This is an optimization exercise on Yosys and OpenROAD, whose aim is small area, a short achievable clock period and few clock cycles per item, not a production implementation.
In this exercise RTL edits were held to simulation tests only and were not proved equivalent to the original.

$ cat config.mk
export PLATFORM = sky130hd
export DESIGN_NAME = radial_alpha_falloff_unit
export DESIGN_NICKNAME = radial_alpha_falloff_unit
export VERILOG_FILES = /design/flow/design.v
export SDC_FILE = /design/flow/constraint.sdc
export NUM_CORES = 4
export LEC_CHECK = 0
export CAP_MARGIN = 20
export CORE_MARGIN = 2
export CORE_UTILIZATION = 40
export SLEW_MARGIN = 20
$ cat constraint.sdc
create_clock -name core_clock -period 11.0 [get_ports {clk}]
set_input_delay 2.2000 -clock core_clock [delete_from_list [all_inputs] [get_ports {clk}]]
set_output_delay 2.2000 -clock core_clock [all_outputs]
set_load 0.01 [all_outputs]
$ cat design.v
package raf_pkg;
	localparam int COORD_W      = 10;
	localparam int SIDE_REG_W   = 11;
	localparam int INV_W        = 24;
	localparam int ALPHA_W      = 8;
	localparam int FRAC_W       = 16;
	localparam int LIN_W        = FRAC_W + 1;
	localparam int SHAPE_STAGES = 5;
	localparam int MAX_SIDE_DEF = 1024;
	localparam int CFG_INDEX_W  = 1;
	localparam int CFG_DATA_W   = 24;
	localparam int IN_TDATA_W   = 24;
	localparam int OUT_TDATA_W  = 8;
	localparam logic [LIN_W-1:0] UNITY = LIN_W'(65536);
	localparam logic [SIDE_REG_W-1:0] SIDE_RESET = SIDE_REG_W'(64);
	localparam logic [INV_W-1:0]      INV_RESET  = INV_W'(185363);
	localparam logic [CFG_INDEX_W-1:0] REG_SIDE_LENGTH      = 1'b0;
	localparam logic [CFG_INDEX_W-1:0] REG_INVERSE_DIAGONAL = 1'b1;
endpackage
module raf_sqrt_cell #(
	parameter int ROOT_W = 20
) (
	input  logic                  clk,
	input  logic                  arst_n,
	input  logic                  in_valid,
	output logic                  in_ready,
	input  logic [2*ROOT_W-1:0]   in_op,
	input  logic [ROOT_W:0]       in_rem,
	input  logic [ROOT_W-1:0]     in_root,
	output logic                  out_valid,
	input  logic                  out_ready,
	output logic [2*ROOT_W-1:0]   out_op,
	output logic [ROOT_W:0]       out_rem,
	output logic [ROOT_W-1:0]     out_root
);
	logic [ROOT_W+2:0] cur;
	logic [ROOT_W+2:0] trial;
	logic              ge;
	logic [ROOT_W:0]   nrem;
	logic [ROOT_W-1:0] nroot;
	logic                valid_q;
	logic [2*ROOT_W-1:0] op_q;
	logic [ROOT_W:0]     rem_q;
	logic [ROOT_W-1:0]   root_q;
	always_comb begin
		cur   = {in_rem, in_op[2*ROOT_W-1 -: 2]};
		trial = {1'b0, in_root, 2'b01};
		ge    = (cur >= trial);
		nrem  = ge ? (ROOT_W+1)'(cur - trial) : (ROOT_W+1)'(cur);
		nroot = {in_root[ROOT_W-2:0], ge};
	end
	assign in_ready = !valid_q || out_ready;
	always_ff @(posedge clk or negedge arst_n) begin
		if (!arst_n) begin
			valid_q <= 1'b0;
		end else if (in_ready) begin
			valid_q <= in_valid;
		end
	end
	always_ff @(posedge clk) begin
		if (in_ready) begin
			op_q   <= {in_op[2*ROOT_W-3:0], 2'b00};
			rem_q  <= nrem;
			root_q <= nroot;
		end
	end
	assign out_valid = valid_q;
	assign out_op    = op_q;
	assign out_rem   = rem_q;
	assign out_root  = root_q;
endmodule
module raf_shape #(
	parameter int ROOT_W = 20
) (
	input  logic                           clk,
	input  logic                           arst_n,
	input  logic                           in_valid,
	output logic                           in_ready,
	input  logic [ROOT_W-1:0]              root,
	input  logic [raf_pkg::INV_W-1:0]      inverse_diagonal,
	output logic                           out_valid,
	input  logic                           out_ready,
	output logic [raf_pkg::ALPHA_W-1:0]    alpha
);
	localparam int NS     = raf_pkg::SHAPE_STAGES;
	localparam int PROD_W = ROOT_W + raf_pkg::INV_W;
	localparam int RAT_W  = PROD_W - raf_pkg::FRAC_W;
	localparam int LW     = raf_pkg::LIN_W;
	localparam int SQ_W   = 2 * LW;
	localparam int SC_W   = LW + 8;
	logic [NS-1:0] v_q;
	logic [NS-1:0] en;
	logic [PROD_W-1:0]              prod_s1;
	logic [LW-1:0]                  lin_s2;
	logic [LW-1:0]                  sq_s3;
	logic [LW-1:0]                  quad_s4;
	logic [raf_pkg::ALPHA_W-1:0]    alpha_s5;
	logic [RAT_W-1:0] ratio;
	logic [LW-1:0]    lin;
	logic [SQ_W-1:0]  sq_full;
	logic [SQ_W-1:0]  quad_full;
	logic [SC_W-1:0]  scaled;
	always_comb begin
		en[NS-1] = !v_q[NS-1] || out_ready;
		for (int k = NS - 2; k >= 0; k--) begin
			en[k] = !v_q[k] || en[k+1];
		end
	end
	assign in_ready = en[0];
	always_ff @(posedge clk or negedge arst_n) begin
		if (!arst_n) begin
			v_q <= '0;
		end else begin
			if (en[0]) begin
				v_q[0] <= in_valid;
			end
			for (int k = 1; k < NS; k++) begin
				if (en[k]) begin
					v_q[k] <= v_q[k-1];
				end
			end
		end
	end
	always_comb begin
		ratio     = prod_s1[PROD_W-1:raf_pkg::FRAC_W];
		lin       = (ratio >= RAT_W'(raf_pkg::UNITY)) ? '0 : LW'(RAT_W'(raf_pkg::UNITY) - ratio);
		sq_full   = SQ_W'(lin_s2) * SQ_W'(lin_s2);
		quad_full = SQ_W'(sq_s3) * SQ_W'(sq_s3);
		scaled    = (SC_W'(quad_s4) << 8) - SC_W'(quad_s4);
	end
	always_ff @(posedge clk) begin
		if (en[0]) begin
			prod_s1 <= PROD_W'(root) * PROD_W'(inverse_diagonal);
		end
		if (en[1]) begin
			lin_s2 <= lin;
		end
		if (en[2]) begin
			sq_s3 <= sq_full[raf_pkg::FRAC_W +: LW];
		end
		if (en[3]) begin
			quad_s4 <= quad_full[raf_pkg::FRAC_W +: LW];
		end
		if (en[4]) begin
			alpha_s5 <= scaled[raf_pkg::FRAC_W +: raf_pkg::ALPHA_W];
		end
	end
	assign out_valid = v_q[NS-1];
	assign alpha     = alpha_s5;
endmodule
module radial_alpha_falloff_unit #(
	parameter int MAX_SIDE = raf_pkg::MAX_SIDE_DEF
) (
	input  logic                               clk,
	input  logic                               arst_n,
	input  logic                               cfg_we,
	input  logic [raf_pkg::CFG_INDEX_W-1:0]    cfg_index,
	input  logic [raf_pkg::CFG_DATA_W-1:0]     cfg_data,
	input  logic                               s_tvalid,
	output logic                               s_tready,
	input  logic [raf_pkg::IN_TDATA_W-1:0]     s_tdata,    
	output logic                               m_tvalid,
	input  logic                               m_tready,
	output logic [raf_pkg::OUT_TDATA_W-1:0]    m_tdata     
);
	localparam int CW     = raf_pkg::COORD_W;
	localparam int SIDE_W = $clog2(MAX_SIDE + 1);
	localparam int DX_W   = (SIDE_W > CW + 1) ? SIDE_W : CW + 1;
	localparam int SUM_W  = 2 * DX_W + 1;
	localparam int ROOT_W = (SUM_W + raf_pkg::FRAC_W + 1) / 2;
	localparam int OP_W   = 2 * ROOT_W;
	localparam int DEPTH  = 1 + ROOT_W + raf_pkg::SHAPE_STAGES;
	localparam int OCC_W  = $clog2(DEPTH + 1);
	logic [raf_pkg::SIDE_REG_W-1:0] side_length_q;
	logic [raf_pkg::INV_W-1:0]      inverse_diagonal_q;
	always_ff @(posedge clk or negedge arst_n) begin
		if (!arst_n) begin
			side_length_q      <= raf_pkg::SIDE_RESET;
			inverse_diagonal_q <= raf_pkg::INV_RESET;
		end else if (cfg_we) begin
			unique case (cfg_index)
				raf_pkg::REG_SIDE_LENGTH: begin
					side_length_q <= cfg_data[raf_pkg::SIDE_REG_W-1:0];
				end
				raf_pkg::REG_INVERSE_DIAGONAL: begin
					inverse_diagonal_q <= cfg_data[raf_pkg::INV_W-1:0];
				end
			endcase
		end
	end
	logic [CW-1:0]    pixel_x;
	logic [CW-1:0]    pixel_y;
	logic [DX_W-1:0]  side_ext;
	logic [DX_W-1:0]  side_eff;
	logic [DX_W-1:0]  x2;
	logic [DX_W-1:0]  y2;
	logic [DX_W-1:0]  dx;
	logic [DX_W-1:0]  dy;
	logic [SUM_W-1:0] sum;
	always_comb begin
		pixel_x  = s_tdata[CW-1:0];
		pixel_y  = s_tdata[2*CW-1:CW];
		side_ext = DX_W'(side_length_q);
		side_eff = (side_ext > DX_W'(MAX_SIDE)) ? DX_W'(MAX_SIDE) : side_ext;
		x2       = DX_W'({pixel_x, 1'b0});
		y2       = DX_W'({pixel_y, 1'b0});
		dx       = (x2 >= side_eff) ? x2 - side_eff : side_eff - x2;
		dy       = (y2 >= side_eff) ? y2 - side_eff : side_eff - y2;
		sum      = SUM_W'(dx) * SUM_W'(dx) + SUM_W'(dy) * SUM_W'(dy);
	end
	logic             v_s1;
	logic [SUM_W-1:0] sum_s1;
	logic             front_ready;
	logic              v_c    [0:ROOT_W];
	logic              r_c    [0:ROOT_W];
	logic [OP_W-1:0]   op_c   [0:ROOT_W];
	logic [ROOT_W:0]   rem_c  [0:ROOT_W];
	logic [ROOT_W-1:0] root_c [0:ROOT_W];
	assign front_ready = !v_s1 || r_c[0];
	assign s_tready    = front_ready;
	always_ff @(posedge clk or negedge arst_n) begin
		if (!arst_n) begin
			v_s1 <= 1'b0;
		end else if (front_ready) begin
			v_s1 <= s_tvalid;
		end
	end
	always_ff @(posedge clk) begin
		if (front_ready) begin
			sum_s1 <= sum;
		end
	end
	assign v_c[0]    = v_s1;
	assign op_c[0]   = OP_W'({sum_s1, {raf_pkg::FRAC_W{1'b0}}});
	assign rem_c[0]  = '0;
	assign root_c[0] = '0;
	for (genvar i = 0; i < ROOT_W; i++) begin : g_cell
		raf_sqrt_cell #(
			.ROOT_W (ROOT_W)
		) u_cell (
			.clk       (clk),
			.arst_n    (arst_n),
			.in_valid  (v_c[i]),
			.in_ready  (r_c[i]),
			.in_op     (op_c[i]),
			.in_rem    (rem_c[i]),
			.in_root   (root_c[i]),
			.out_valid (v_c[i+1]),
			.out_ready (r_c[i+1]),
			.out_op    (op_c[i+1]),
			.out_rem   (rem_c[i+1]),
			.out_root  (root_c[i+1])
		);
	end
	logic [raf_pkg::ALPHA_W-1:0] alpha;
	raf_shape #(
		.ROOT_W (ROOT_W)
	) u_shape (
		.clk              (clk),
		.arst_n           (arst_n),
		.in_valid         (v_c[ROOT_W]),
		.in_ready         (r_c[ROOT_W]),
		.root             (root_c[ROOT_W]),
		.inverse_diagonal (inverse_diagonal_q),
		.out_valid        (m_tvalid),
		.out_ready        (m_tready),
		.alpha            (alpha)
	);
	assign m_tdata = alpha;
endmodule
$ cat run.sh
#!/bin/bash
# synth_recipe.tcl (not shown) runs the flow's synth.tcl, then flattens the netlist and writes it again
# the make line also repeats each setting of config.mk as NAME=value (left out here)
make -C /OpenROAD-flow-scripts/flow DESIGN_CONFIG=/design/flow/config.mk WORK_HOME=/design/flow/orfs CLKGATE_MAP_FILE= SYNTH_SCRIPT=/design/flow/synth_recipe.tcl finish
==> summary.txt <==
==> metal layers <==
metal | vias up | routed length (um) | global-route usage, %
met1 | 24960 | 70550 | 21.91
met5 | - | 0 | 0
met3 | 305 | 5366 | 1.836
met2 | 807 | 81660 | 29.76
met4 | 0 | 5566 | 5.754
li1 | 24210 | - | -
==> synthesized netlist by cell type, types with 6 or more instances <==
master     number
xor2_1        168
o31a_1          6
nand2_1       736
fa_1          947
a31oi_1        18
or4_1          12
and2_1        290
nor2_1        358
inv_1        1453
edfxtp_1      799
nand2b_1       81
nor3_1        105
a2111oi_0       8
dfstp_2         9
a21boi_0       16
and4_1          7
nor2b_1        41
a21o_1        102
clkbuf_1      187
or2_2          49
and3_1         19
or3_1          42
xnor2_1       238
o21a_1         50
nor4_1         39
nand4_1        30
a21oi_1       261
nand3b_1       10
mux2_2         70
a211oi_1       35
dfrtp_1        52
ha_1          720
o31ai_1        22
o21bai_1       40
mux2i_1        16
o211ai_1       12
o21ai_0       177
nand4b_1       11
nand3_1        77
nor3b_1        11
nor4b_1         7
a211o_1        10
==> registers in the layout (all words and copies together) (netlist names) <==
| signal | cells |
|---|---|
| u_shape.prod_s1 | 28 |
| u_shape.quad_s4 | 17 |
| g_cell.u_cell.root_q | 209 |
| g_cell.u_cell.rem_q | 360 |
| v_s1 | 1 |
| u_shape.lin_s2 | 17 |
| inverse_diagonal_q | 24 |
| g_cell.u_cell.valid_q | 20 |
| u_shape.alpha_s5 | 8 |
| g_cell.u_cell.op_q | 121 |
| side_length_q | 11 |
| u_shape.sq_s3 | 17 |
| sum_s1 | 22 |
| u_shape.v_q | 5 |
==> final timing paths <==
check	slack, ns	to	start
hold reg to reg	0.34	g_cell[7].u_cell.op_q[39]$_DFFE_PP_	g_cell[6].u_cell.op_q[37]$_DFFE_PP_
setup / recovery	0.48	sum_s1[22]$_DFFE_PP_	s_tdata[10]
hold / removal	0.34	g_cell[7].u_cell.op_q[39]$_DFFE_PP_	g_cell[6].u_cell.op_q[37]$_DFFE_PP_
max in group asynchronous	8.56	g_cell[6].u_cell.valid_q$_DFFE_PN0P_	arst_n
min in group asynchronous	1.36	u_shape.v_q[3]$_DFFE_PN0P_	arst_n
setup reg to reg	1.58	sum_s1[22]$_DFFE_PP_	side_length_q[10]$_DFFE_PN0P_
==> cell usage in the layout (no fill, tap or decap), types with 16 or more instances in the layout <==
cell type           n
fa_1              947
clkbuf_1           22
ha_1              720
o21ai_0           177
nor2_1            356
nand3_1            73
xnor2_1           238
clkdlybuf4s50_1    58
and2_1            290
clkbuf_16          98
dfrtp_1            52
a211oi_1           34
xor2_1            168
or2_2              49
o21bai_1           39
edfxtp_1          799
nor3_1            104
o21a_1             50
and3_1             19
inv_1            1452
a21oi_1           261
mux2i_1            16
buf_4             161
nand2_1           735
or3_1              42
a21boi_0           16
o31ai_1            22
a31oi_1            18
a21o_1            102
nor2b_1            40
mux2_2             70
nand4_1            30
nand2b_1           81
clkinv_2           19
nor4_1             39
==> metrics by stage <==
stage                     area, sq um  worst slack [ns]  setup TNS (ns)
after global placement          82930          -0.05133        -0.05133
after floorplan                 78530            0.5940               0
after CTS                       86310            0.5874               0
final                           86320            0.4837               0
after detailed placement        82940           -0.1162         -0.1772
after global routing            86320           0.06794               0
==> layout make-up <==
cell class                      count  area (sq um)  share of cell area, %
Inverter                         1456          5465                  6.331
Tap cell                         2624          3283                  3.803
Timing Repair Buffer              220          1804                  2.090
Antenna cell                        2         5.005               0.005798
Clock inverter                     55         740.7                 0.8581
Clock buffer                      127          2631                  3.048
Multi-Input combinational cell   4903         46860                  54.29
Sequential cell                   860         25530                  29.58
==> cell families (layout without fill, tap and decap cells) <==
logic type	count (synthesis)	in the layout
AOI/OAI and AO/OA	808	808
xor gates and xnor gates	406	406
adders and majority gates	1667	1667
buffers and inverters	1650	1858
DFF	860	860
muxes	86	86
other	1	3
and+or+nand+nor	1935	1935
==> worst max-delay path: cells and delay by family <==
family                     cells  cell delay (ns)
AOI/OAI and AO/OA             10             2.45
buffers and inverters          5             0.98
and+or+nand+nor                2             0.29
muxes                          1             0.11
xor gates and xnor gates       2             0.48
adders and majority gates     10             4.45
==> impl_metrics.csv <==
group,metric,value,unit
outcome,status,"finished clean",
floorplan,io-pin-count,64,
finish,fin_nets,9258,
min_path,hold_path.class,"register to register",
logic_synthesis,syn_area_per_cell,10.59,sq um
worst_setup_path,start_kind,"primary input",
timing,setup_viol,0,
logic_synthesis,yosys.area_share.adder,35.61,%
logic_synthesis,ys_types,74,
flow_run,drv_cap,0,
worst_setup_path,crit_path_frequent_cell,"fa_1",
logic_synthesis,synthCells,7413,
timing,slew-limit-headroom,26.97,%
worst_setup_path,critPathSlowestCell,"clkdlybuf4s50_1",
logic_synthesis,synth_xor_xnor_area_share,4.528,%
worst_setup_path,r2r.worst_path.cells,31,
clocking,cts_root_buf,"clkbuf_16",
timing,worstMarginPinSlew,1.095,ns
logic_synthesis,ys_seq_area_share,32.51,%
logic_synthesis,ys_ff_latch,860,
finish,fin_util,44.27,%
worst_setup_path,required,11.45,ns
placement,dp_cells,10060,
timing,fmax,0.09509,GHz
route,routed-via-count,50280,
floorplan,num_rows,162,
route,ant_nets,0,
grt,grt_overflow_total,0,
timing,finalCriticalPeriod,10.52,ns
clocking,cts_sinks,860,
finish,drive_above_1_share,6.115,%
logic_synthesis,synth_compound_gate_area_share,6.437,%
placement,dp_hpwl,130200,um
logic_synthesis,synth_top_area_share,30.55,%
worst_setup_path,max_stage_delay,0.56,ns
placement,gp_congestion,0.8698,
logic_synthesis,synth_top_family_by_area,"adder cells",
worst_setup_path,cp.arrival,10.96,ns
timing,grt_setup_unrepaired,"false",
route,dr.pass1.iters,8,
route,vias_per_cell,4.906,
route,wirelength,163100,um
logic_synthesis,synth.top_cells.by_area,"edfxtp_1 31%, fa_1 24%, ha_1 11%",
timing,report.final.slew_viol_count,0,
route,drt_iter0_markers,2319,
logic_synthesis,synth-simple-area-share,11.81,%
finish,fillerInstances,18390,
clocking,hold_buffers,0,
worst_setup_path,crit_path_end_kind,"register",
grt,grt_pass1_wl,276300,um
clocking,htreeDepth,3,
placement,io_buffers,59,
clocking,ctsResizeCount,0,
floorplan,core_area,195000,sq um
floorplan,dieHeight,447.1,um
finish,area_growth,9.920,%
clocking,clk-insertion-delay-late,0.74,ns
logic_synthesis,synth_edf_count,799,
route,drc,0,
logic_synthesis,synth_fp_nets,9134,
timing,skew,0.09101,ns
route,wire_per_inst,15.92,um
floorplan,initial_utilization,40.27,%
clocking,cts_tree,"yes",
grt,grt_pass1_vias,53870,
clocking,clock_path_buffers,3,
finish,final_cells,10250,
logic_synthesis,ys.flop_type,"edfxtp_1",
min_path,whs_path_depth,0,
logic_synthesis,syn-cell-area,78530,sq um
grt,antenna_found_initial,2,
worst_setup_path,critPathKind,"primary input to register",
timing,hold_viol_final,0,
timing,hold_ws,0.3408,ns
floorplan,fp.dieW,447.1,um
logic_synthesis,async_reset_ff_share,7.093,%
logic_synthesis,yosysWarnings,12,
grt,grt_start_max_net_pins,46,
clocking,cts_buffers,96,
grt,grt_usage,17.02,%
timing,fin_crit_sh,95.60,%
worst_setup_path,crit_fanout,6,
clocking,clk_pin_slew,0.06,ns
clocking,postCtsSetupBuffers,0,
logic_synthesis,yosysTopAreaCell,"edfxtp_1",
floorplan,die_area,199900,sq um
logic_synthesis,synth.area.mux_share,1.208,%
Testbench counts, summed over its fixed seeds: cycles 16,832, items 16,000.

==> re-timing with driven ports <==
How much do the figures lean on ideal ports? The routed layout below was timed once more, with nothing changed but the port constraints. Step 1: set_driving_cell puts a clkbuf_16 on clk and a buf_2 on each other input, an assumption about the parent block. Step 2, shift: input delay + t, output delay - t, t = (earliest + latest rising clock arrival at the registers) / 2. This alone moves slack from input paths to output paths. a / b / c = no drivers / after step 1 / after step 2; a / b = the first two.
t (ns): 0.778
setup slack, ns: 0.484 / 0.543 / -0.235
worst hold slack (ns): 0.341 / 0.341 / 0.341
worst setup path at the end: input to register
Met with ideal ports but missed after step 2: setup timing in this run. The setup slack of this run moves by +0.059 ns with the drivers and by -0.719 ns with both steps.
